This is an optimization exercise on Yosys and OpenROAD, whose aim is small area, a short achievable clock period and few clock cycles per item, not a production implementation.
Only simulation tests tie the RTL to the original design; equivalence was not proved.
Power is estimated from default activity; no workload was simulated.

## line_pixel_stepper
module line_pixel_stepper
#(
    parameter int COORD_BITS = lps_pkg::COORD_BITS_DEF
)
(
    input  logic                         clk,
    input  logic                         rst_n,
    input  logic                         req_valid,
    output logic                         req_ready,
    input  logic                         req_kind,
    input  logic signed [COORD_BITS-1:0] req_x_start,
    input  logic signed [COORD_BITS-1:0] req_y_start,
    input  logic signed [COORD_BITS-1:0] req_x_end,
    input  logic signed [COORD_BITS-1:0] req_y_end,
    output logic                         rsp_valid,
    input  logic                         rsp_ready,
    output logic                         rsp_pixel_valid,
    output logic signed [COORD_BITS-1:0] rsp_pixel_x,
    output logic signed [COORD_BITS-1:0] rsp_pixel_y,
    output logic                         rsp_last
);
==> flow/config.mk <==
export PLATFORM = sky130hd
export DESIGN_NAME = line_pixel_stepper
export DESIGN_NICKNAME = line_pixel_stepper
export VERILOG_FILES = /design/flow/design.v
export SDC_FILE = /design/flow/constraint.sdc
export NUM_CORES = 4
export LEC_CHECK = 0
export CAP_MARGIN = 20
export CORE_MARGIN = 2
export CORE_UTILIZATION = 55
export SETUP_SLACK_MARGIN = 3.7
export SLEW_MARGIN = 20
==> flow/constraint.sdc <==
create_clock -name core_clock -period 7.0 [get_ports {clk}]
set_input_delay 1.4000 -clock core_clock [delete_from_list [all_inputs] [get_ports {clk}]]
set_output_delay 1.4000 -clock core_clock [all_outputs]
set_load 0.01 [all_outputs]
run.sh (not shown) runs the stock make flow with config.mk's settings and CLKGATE_MAP_FILE= SYNTH_SCRIPT=/design/flow/synth_recipe.tcl, a recipe that flattens the netlist after the stock synthesis.
The starting point produced a clean layout.
Testbench counts at the start, summed over its fixed seeds: cycles 32,008, items 32,000.
Next try:
==> flow/flow/run.sh (new file) <==
#!/bin/bash
# The standard layout (the standard.sh: ORFS synthesis to finish, unchanged), except
# that the buffer on each input and output port is sky130_fd_sc_hd__buf_1 instead of the
# cell buffer_ports picks by itself (a slow clkdlybuf4s50_1 delay cell).
# ORFS writes each step's full log under orfs/logs/; make's own output goes to
# flow_make.log here.
set -euo pipefail
cd "$(dirname "$0")/.."
export BUFFER_PORTS_ARGS="-buffer_cell sky130_fd_sc_hd__buf_1"
bash standard.sh finish > flow_make.log 2>&1
==> flow/standard.sh (new file) <==
#!/bin/bash
# synth_recipe.tcl (not shown) runs the flow's synth.tcl, then flattens the netlist and writes it again
# the make line also repeats each setting of config.mk as NAME=value (left out here)
make -C /OpenROAD-flow-scripts/flow DESIGN_CONFIG=/design/flow/config.mk WORK_HOME=/design/flow/orfs CLKGATE_MAP_FILE= SYNTH_SCRIPT=/design/flow/synth_recipe.tcl "${@:-finish}"
Settings changed: CORE_UTILIZATION 55 to 65, CTS_BUF_LIST from default to sky130_fd_sc_hd__clkbuf_8, SETUP_SLACK_MARGIN 3.7 to 3.9, TNS_END_PERCENT from default to 10.
removed: flow/run.sh
What happened:
- The new run produced a clean layout
- first-iteration DRC count goes up by 43%
- area after synthesis is unchanged
- routed wire length goes down by 2.0%
Next try:
Settings changed: CAP_MARGIN 20 to 0, CORE_UTILIZATION 65 to 55, CTS_BUF_LIST sky130_fd_sc_hd__clkbuf_8 to default, SETUP_SLACK_MARGIN 3.9 to 4.3, SLEW_MARGIN 20 to 0, TNS_END_PERCENT 10 to 0.
Effect:
- The changed run finished clean
- die area rose by 18%
- fmax rose by 5.6%
- routed wire length rose by 4.8%
Next try:
==> flow/run.sh (new file) <==
#!/bin/bash
# synth_recipe.tcl (not shown) runs the flow's synth.tcl, then flattens the netlist and writes it again
# the make line also repeats each setting of config.mk as NAME=value (left out here)
make -C /OpenROAD-flow-scripts/flow DESIGN_CONFIG=/design/flow/config.mk WORK_HOME=/design/flow/orfs CLKGATE_MAP_FILE= SYNTH_SCRIPT=/design/flow/synth_recipe.tcl finish
Settings changed: CAP_MARGIN 0 to 20, SETUP_SLACK_MARGIN 4.3 to 4.2, SLEW_MARGIN 0 to 20, TNS_END_PERCENT 0 to default.
removed: flow/flow/run.sh
removed: flow/standard.sh
Effect: The changed run went through all stages and came out clean; wire length grows by about a fifth; design area rose by about a fifth; area after synthesis does not change; count of clock-buffer cells in the layout rose by 4.
Next try:
==> flow/flow/run.sh (new file) <==
#!/bin/bash
# The standard layout (the standard.sh: ORFS synthesis to finish, unchanged), except
# that the buffer on each input and output port is sky130_fd_sc_hd__buf_1 instead of the
# cell buffer_ports picks by itself (a slow clkdlybuf4s50_1 delay cell).
# ORFS writes each step's full log under orfs/logs/; make's own output goes to
# flow_make.log here.
set -euo pipefail
cd "$(dirname "$0")/.."
export BUFFER_PORTS_ARGS="-buffer_cell sky130_fd_sc_hd__buf_1"
bash standard.sh finish > flow_make.log 2>&1
==> flow/standard.sh (new file) <==
#!/bin/bash
# synth_recipe.tcl (not shown) runs the flow's synth.tcl, then flattens the netlist and writes it again
# the make line also repeats each setting of config.mk as NAME=value (left out here)
make -C /OpenROAD-flow-scripts/flow DESIGN_CONFIG=/design/flow/config.mk WORK_HOME=/design/flow/orfs CLKGATE_MAP_FILE= SYNTH_SCRIPT=/design/flow/synth_recipe.tcl "${@:-finish}"
Settings changed: CAP_MARGIN 20 to 0, CORE_UTILIZATION 55 to 60, SETUP_SLACK_MARGIN 4.2 to 4.3, SLEW_MARGIN 20 to 0, TNS_END_PERCENT from default to 0.
removed: flow/run.sh
Effect: Synthesized cell count does not change. Wire length came out lower by 16%. Sequential share of layout area climbs by 4.6 points. Global-route usage increases by 0.13 points.
Next try:
Settings changed: CAP_MARGIN 0 to 20, CORE_UTILIZATION 60 to 55, SETUP_SLACK_MARGIN 4.3 to 4.1, SLEW_MARGIN 0 to 20, TNS_END_PERCENT 0 to 5.
Fmax went down by 0.43%.
Worst setup slack got worse by 13 ps.
Final cell count went up by 0.81%.
Synthesized cell count does not change.
Non-clock buffer count went up by 2.
Final area went up by 1.1%.

line_pixel_stepper, a different RTL version from the one above (not shown whole).
Size: about 1000 cells after synthesis, roughly 77 flip-flops, about 8600 µm² of cells after synthesis.
make LEC_CHECK=0 CAP_MARGIN=20 CORE_MARGIN=2 CORE_UTILIZATION=40 SLEW_MARGIN=20 finish   # period 7.0 ns
Stock flow here: none of the scripts above is used.
Testbench counts at the start, summed over its fixed seeds: cycles 32,000, items 32,000.
Rerun with:
ABC_AREA = 1   (was not set)
ABC_CLOCK_PERIOD_IN_PS = 3400   (was not set)
CORE_UTILIZATION = 60   (was 40)
SETUP_SLACK_MARGIN = 3.6   (was not set)
The new run completed with no timing, DRC or antenna violations.
Synthesized cell count grows by about 40%.
Wire length rose by 30%.
Non-clock buffer count goes up by 6.
Clock-buffer cell count stays the same.
Design area is higher by 13%.
Rerun with:
ABC_CLOCK_PERIOD_IN_PS = not set   (was 3400)
CORE_UTILIZATION = 40   (was 60)
SETUP_SLACK_MARGIN = not set   (was 3.6)
Outcome: Core utilization came out lower by 28 points; sequential cell count does not change; area after synthesis stays the same; setup slack gets worse by 1.5 ns; combinational power drops by 9.9%; sequential share of layout area went up by 1.0 points; hold slack got worse by 0.041 ns.

## re-timing with driven ports
The flow's constraints put no driver on any port. The routed layouts listed below were extracted and timed again, unchanged, in two steps. Step 1 sets driving cells, clkbuf_16 on the clock port and buf_2 on the other inputs (assumed; they add their load-dependent delay and slew). Step 2, shift: input delay + t, output delay - t, t = (earliest + latest rising clock arrival at the registers) / 2. This alone moves slack from input paths to output paths. Three values: no drivers, after step 1, after step 2; two values: the first two.
run	t, ns	setup WS [ns]	hold slack, ns	worst setup path after step 2	worst register clock-pin slew, ns
the first run of note 1	0.395	3.719 / 3.719 / 3.474	0.566 / 0.566 / 0.566	input to register	0.07 / 0.07
the second run of note 1	0.433	3.776 / 3.776 / 3.624	0.545 / 0.545 / 0.545	input to register	0.10 / 0.10
the third run of note 1	0.396	3.946 / 3.946 / 3.740	0.548 / 0.548 / 0.548	input to register	0.07 / 0.07
the fourth run of note 1	0.397	3.846 / 3.846 / 3.739	0.529 / 0.529 / 0.529	input to register	0.07 / 0.07
the fifth run of note 1	0.403	3.918 / 3.918 / 3.629	0.547 / 0.547 / 0.547	input to register	0.07 / 0.07
the sixth run of note 1	0.400	3.905 / 3.905 / 3.630	0.542 / 0.542 / 0.542	input to register	0.07 / 0.07
the first run of note 2	0.388	2.114 / 2.094 / 2.094	0.721 / 0.721 / 0.721	input to output	0.07 / 0.07
the second run of note 2	0.389	3.433 / 3.331 / 3.331	0.611 / 0.611 / 0.611	input to output	0.07 / 0.07
the third run of note 2	0.391	1.929 / 1.865 / 1.865	0.570 / 0.570 / 0.570	input to output	0.07 / 0.07
After both steps every run listed still meets setup and hold. The setup slack of the fifth run of note 1, which loses most, moves by 0.000 ns with the drivers and by -0.289 ns with both steps.
